Background: an optimization exercise with open tools, aiming at small area. Do not read the settings as production practice.
Function was checked by simulation only, so behaviour that the tests miss may differ from the original.
Power figures rest on the tool's default switching activity, not on a simulated workload.

== build 71 ==
==> flow/design.v (excerpt) <==
module reg_files (
  input  logic                                  CLK,
  input  logic                                  rst_n,
  input  logic [2*regfile_pkg::ADDR_W-1:0]      rs_rt,
  input  regfile_pkg::addr_t                    rwd,
  input  regfile_pkg::data_t                    wb_data,
  output regfile_pkg::data_t                    val_rs,
  output regfile_pkg::data_t                    val_rt
);
Size in the first run: about 3,300 cells after synthesis, roughly 110 I/O pins, about 38,000 µm² of cells after synthesis.
Settings: LEC_CHECK=0, CAP_MARGIN=20, CORE_MARGIN=2, CORE_UTILIZATION=35, SLEW_MARGIN=20, SYNTH_HIERARCHICAL=1, SYNTH_MINIMUM_KEEP_SIZE=0; clock period 6.5 ns.
standard.sh (not shown) runs the stock make flow with config.mk's settings and CLKGATE_MAP_FILE= SYNTH_SCRIPT=/design/flow/synth_recipe.tcl, a recipe that flattens the netlist after the stock synthesis.
==> flow/flow/run.sh <==
#!/bin/bash
# The standard layout (the standard.sh, ORFS from synthesis to the final layout), with two
# changes: the port buffers are the smallest buffer cell, and clock tree synthesis uses
# clkbuf_8 leaf buffers on larger sink clusters without dummy loads.
set -euo pipefail
bash standard.sh \
  "BUFFER_PORTS_ARGS=-buffer_cell sky130_fd_sc_hd__buf_1" \
  "CTS_ARGS=-sink_clustering_enable -repair_clock_nets -dont_use_dummy_load -buf_list sky130_fd_sc_hd__clkbuf_8 -sink_clustering_size 12 -sink_clustering_max_diameter 35" \
  finish > standard_flow.log 2>&1
The inputs of build 49 differ from those of build 71 as listed below.
Settings: a change of CORE_UTILIZATION from 35 to 42.
--- a/flow/flow/run.sh
+++ b/flow/flow/run.sh
@@ -8 +8 @@
-  "CTS_ARGS=-sink_clustering_enable -repair_clock_nets -dont_use_dummy_load -buf_list sky130_fd_sc_hd__clkbuf_8 -sink_clustering_size 12 -sink_clustering_max_diameter 35" \
+  "CTS_ARGS=-sink_clustering_enable -repair_clock_nets -dont_use_dummy_load -buf_list sky130_fd_sc_hd__clkbuf_8 -sink_clustering_size 14 -sink_clustering_max_diameter 60" \
==> comparison <==
- Build 71 ended up with more cell instances than build 49 did.
- When the final numbers for build 49 and build 71 were put side by side, the power density of the placed cells turned out to be smaller in build 49.
- Of build 49 and build 71, the run reporting the lower slack of the critical path was build 49.
- Looking only at final area, and setting everything else aside, the lower value of build 49 and build 71 goes to build 49.
- Build 71 → build 49: final worst-path cycle share rose by 1.2 points, register fraction of the total cell area rose 1.4 points, total routed wirelength saw a decrease.
For build 23, these inputs were changed with respect to build 49:
Settings: CORE_UTILIZATION changed from 42 to 35.
[summary]
- rs_rt[6] as the origin of the worst setup path was reported by build 23, and rs_rt[5] by build 49.
- Compared with build 49, in build 23 pin count of the biggest net entering global routing dropped 5; endpoint arrival time on the critical path dropped 0.02 ns.
- Build 49 has higher final cycle utilization of the critical path than build 23.
- Build 23 vs build 49: site row count up by more than 10%
- The non-clock buffer contribution to total cell area of build 49 and that of build 23 are within noise of each other.
Here is what was changed in the inputs of build 77 compared with build 23.
--- a/flow/flow/run.sh
+++ b/flow/flow/run.sh
@@ -8 +8 @@
-  "CTS_ARGS=-sink_clustering_enable -repair_clock_nets -dont_use_dummy_load -buf_list sky130_fd_sc_hd__clkbuf_8 -sink_clustering_size 14 -sink_clustering_max_diameter 60" \
+  "CTS_ARGS=-sink_clustering_enable -repair_clock_nets -dont_use_dummy_load -buf_list sky130_fd_sc_hd__clkbuf_8 -sink_clustering_size 16 -sink_clustering_max_diameter 40" \
## What came out
- Portion of total power attributed to combinational logic: build 77 < build 23
- Relative to build 23, build 77 degrades final design area excluding fillers.
- Of the two values seen for worst-path cell with the longest stage delay, sky130_fd_sc_hd__and3_2 was produced by build 23 and sky130_fd_sc_hd__nand4_1 by build 77.
- Diff build 23 -> build 77: final cell count went up by 39, clock skew shows an increase of 0.029 ns.


Another version of the RTL of reg_files (not shown whole).
Size: about 3,300 cells after synthesis, about 1,000 flip-flops, ~110 I/O pins, roughly 37,000 sq um of cells after synthesis.
==> flow/config.mk <==
export PLATFORM = sky130hd
export DESIGN_NAME = reg_files
export DESIGN_NICKNAME = reg_files
export VERILOG_FILES = /design/flow/design.v
export SDC_FILE = /design/flow/constraint.sdc
export NUM_CORES = 4
export LEC_CHECK = 0
export CAP_MARGIN = 20
export CORE_MARGIN = 2
export CORE_UTILIZATION = 40
export SLEW_MARGIN = 20
export SYNTH_HIERARCHICAL = 1
export SYNTH_MINIMUM_KEEP_SIZE = 0
==> flow/constraint.sdc <==
create_clock -name core_clock -period 6.5 [get_ports {CLK}]
set_input_delay 1.3000 -clock core_clock [delete_from_list [all_inputs] [get_ports {CLK}]]
set_output_delay 1.3000 -clock core_clock [all_outputs]
set_load 0.01 [all_outputs]
==> flow/flow/run.sh <==
#!/bin/bash
# The standard layout (the standard.sh, ORFS from synthesis to the final layout), with two
# changes: the port buffers are the smallest buffer cell, and clock tree synthesis uses
# clkbuf_8 leaf buffers on larger sink clusters without dummy loads.
set -euo pipefail
bash standard.sh \
  "BUFFER_PORTS_ARGS=-buffer_cell sky130_fd_sc_hd__buf_1" \
  "CTS_ARGS=-sink_clustering_enable -repair_clock_nets -dont_use_dummy_load -buf_list sky130_fd_sc_hd__clkbuf_8 -sink_clustering_size 16 -sink_clustering_max_diameter 80" \
  finish > standard_flow.log 2>&1
The first run completed with no timing, DRC or antenna violations.
Rerun with:
--- a/flow/flow/run.sh
+++ b/flow/flow/run.sh
@@ -6,4 +6,4 @@
 bash standard.sh \
   "BUFFER_PORTS_ARGS=-buffer_cell sky130_fd_sc_hd__buf_1" \
-  "CTS_ARGS=-sink_clustering_enable -repair_clock_nets -dont_use_dummy_load -buf_list sky130_fd_sc_hd__clkbuf_8 -sink_clustering_size 16 -sink_clustering_max_diameter 80" \
+  "CTS_ARGS=-sink_clustering_enable -repair_clock_nets -dont_use_dummy_load -buf_list sky130_fd_sc_hd__clkbuf_8 -sink_clustering_size 15 -sink_clustering_max_diameter 70" \
   finish > standard_flow.log 2>&1
Settings changed: CORE_UTILIZATION 40 to 42.
Outcome:
- The changed run passed the timing, design-rule and antenna checks
- setup slack is worse by 52 ps
- design area stays flat
- die area falls by a few percent

==> port drivers added, routing unchanged <==
The results above use ideal ports. As a check the final layouts listed here were re-extracted and re-timed, cells and wires unchanged. Step 1 (the two cells are an assumption about what drives the block):
set clk [get_ports {CLK}]
set_driving_cell -lib_cell sky130_fd_sc_hd__clkbuf_16 $clk
set_driving_cell -lib_cell sky130_fd_sc_hd__buf_2 [delete_from_list [all_inputs] $clk]
Step 2 also shifts input and output timing later by t, the mid clock arrival at the registers, as if the neighbouring blocks saw the same clock. Slacks: ideal / step 1 / step 2; pairs: ideal / step 1.
run	shift t [ns]	setup slack, ns	worst setup path after step 2	worst data-port slew with drivers (ns)	cell pins on the clock port's net
build 71	0.870	0.784 / 0.725 / 0.725	input to output	0.08	1
build 49	0.808	0.705 / 0.677 / 0.677	input to output	0.05	1
build 23	0.804	0.731 / 0.673 / 0.673	input to output	0.08	1
build 77	0.851	0.745 / 0.687 / 0.687	input to output	0.08	1
the first run of note 2	0.792	0.593 / 0.569 / 0.569	input to output	0.07	1
the second run of note 2	0.775	0.541 / 0.501 / 0.501	input to output	0.05	1
After both steps setup and hold are still met in every run listed. For build 71, which loses most, drivers alone change the setup slack by -0.059 ns; drivers and shift together by -0.059 ns.
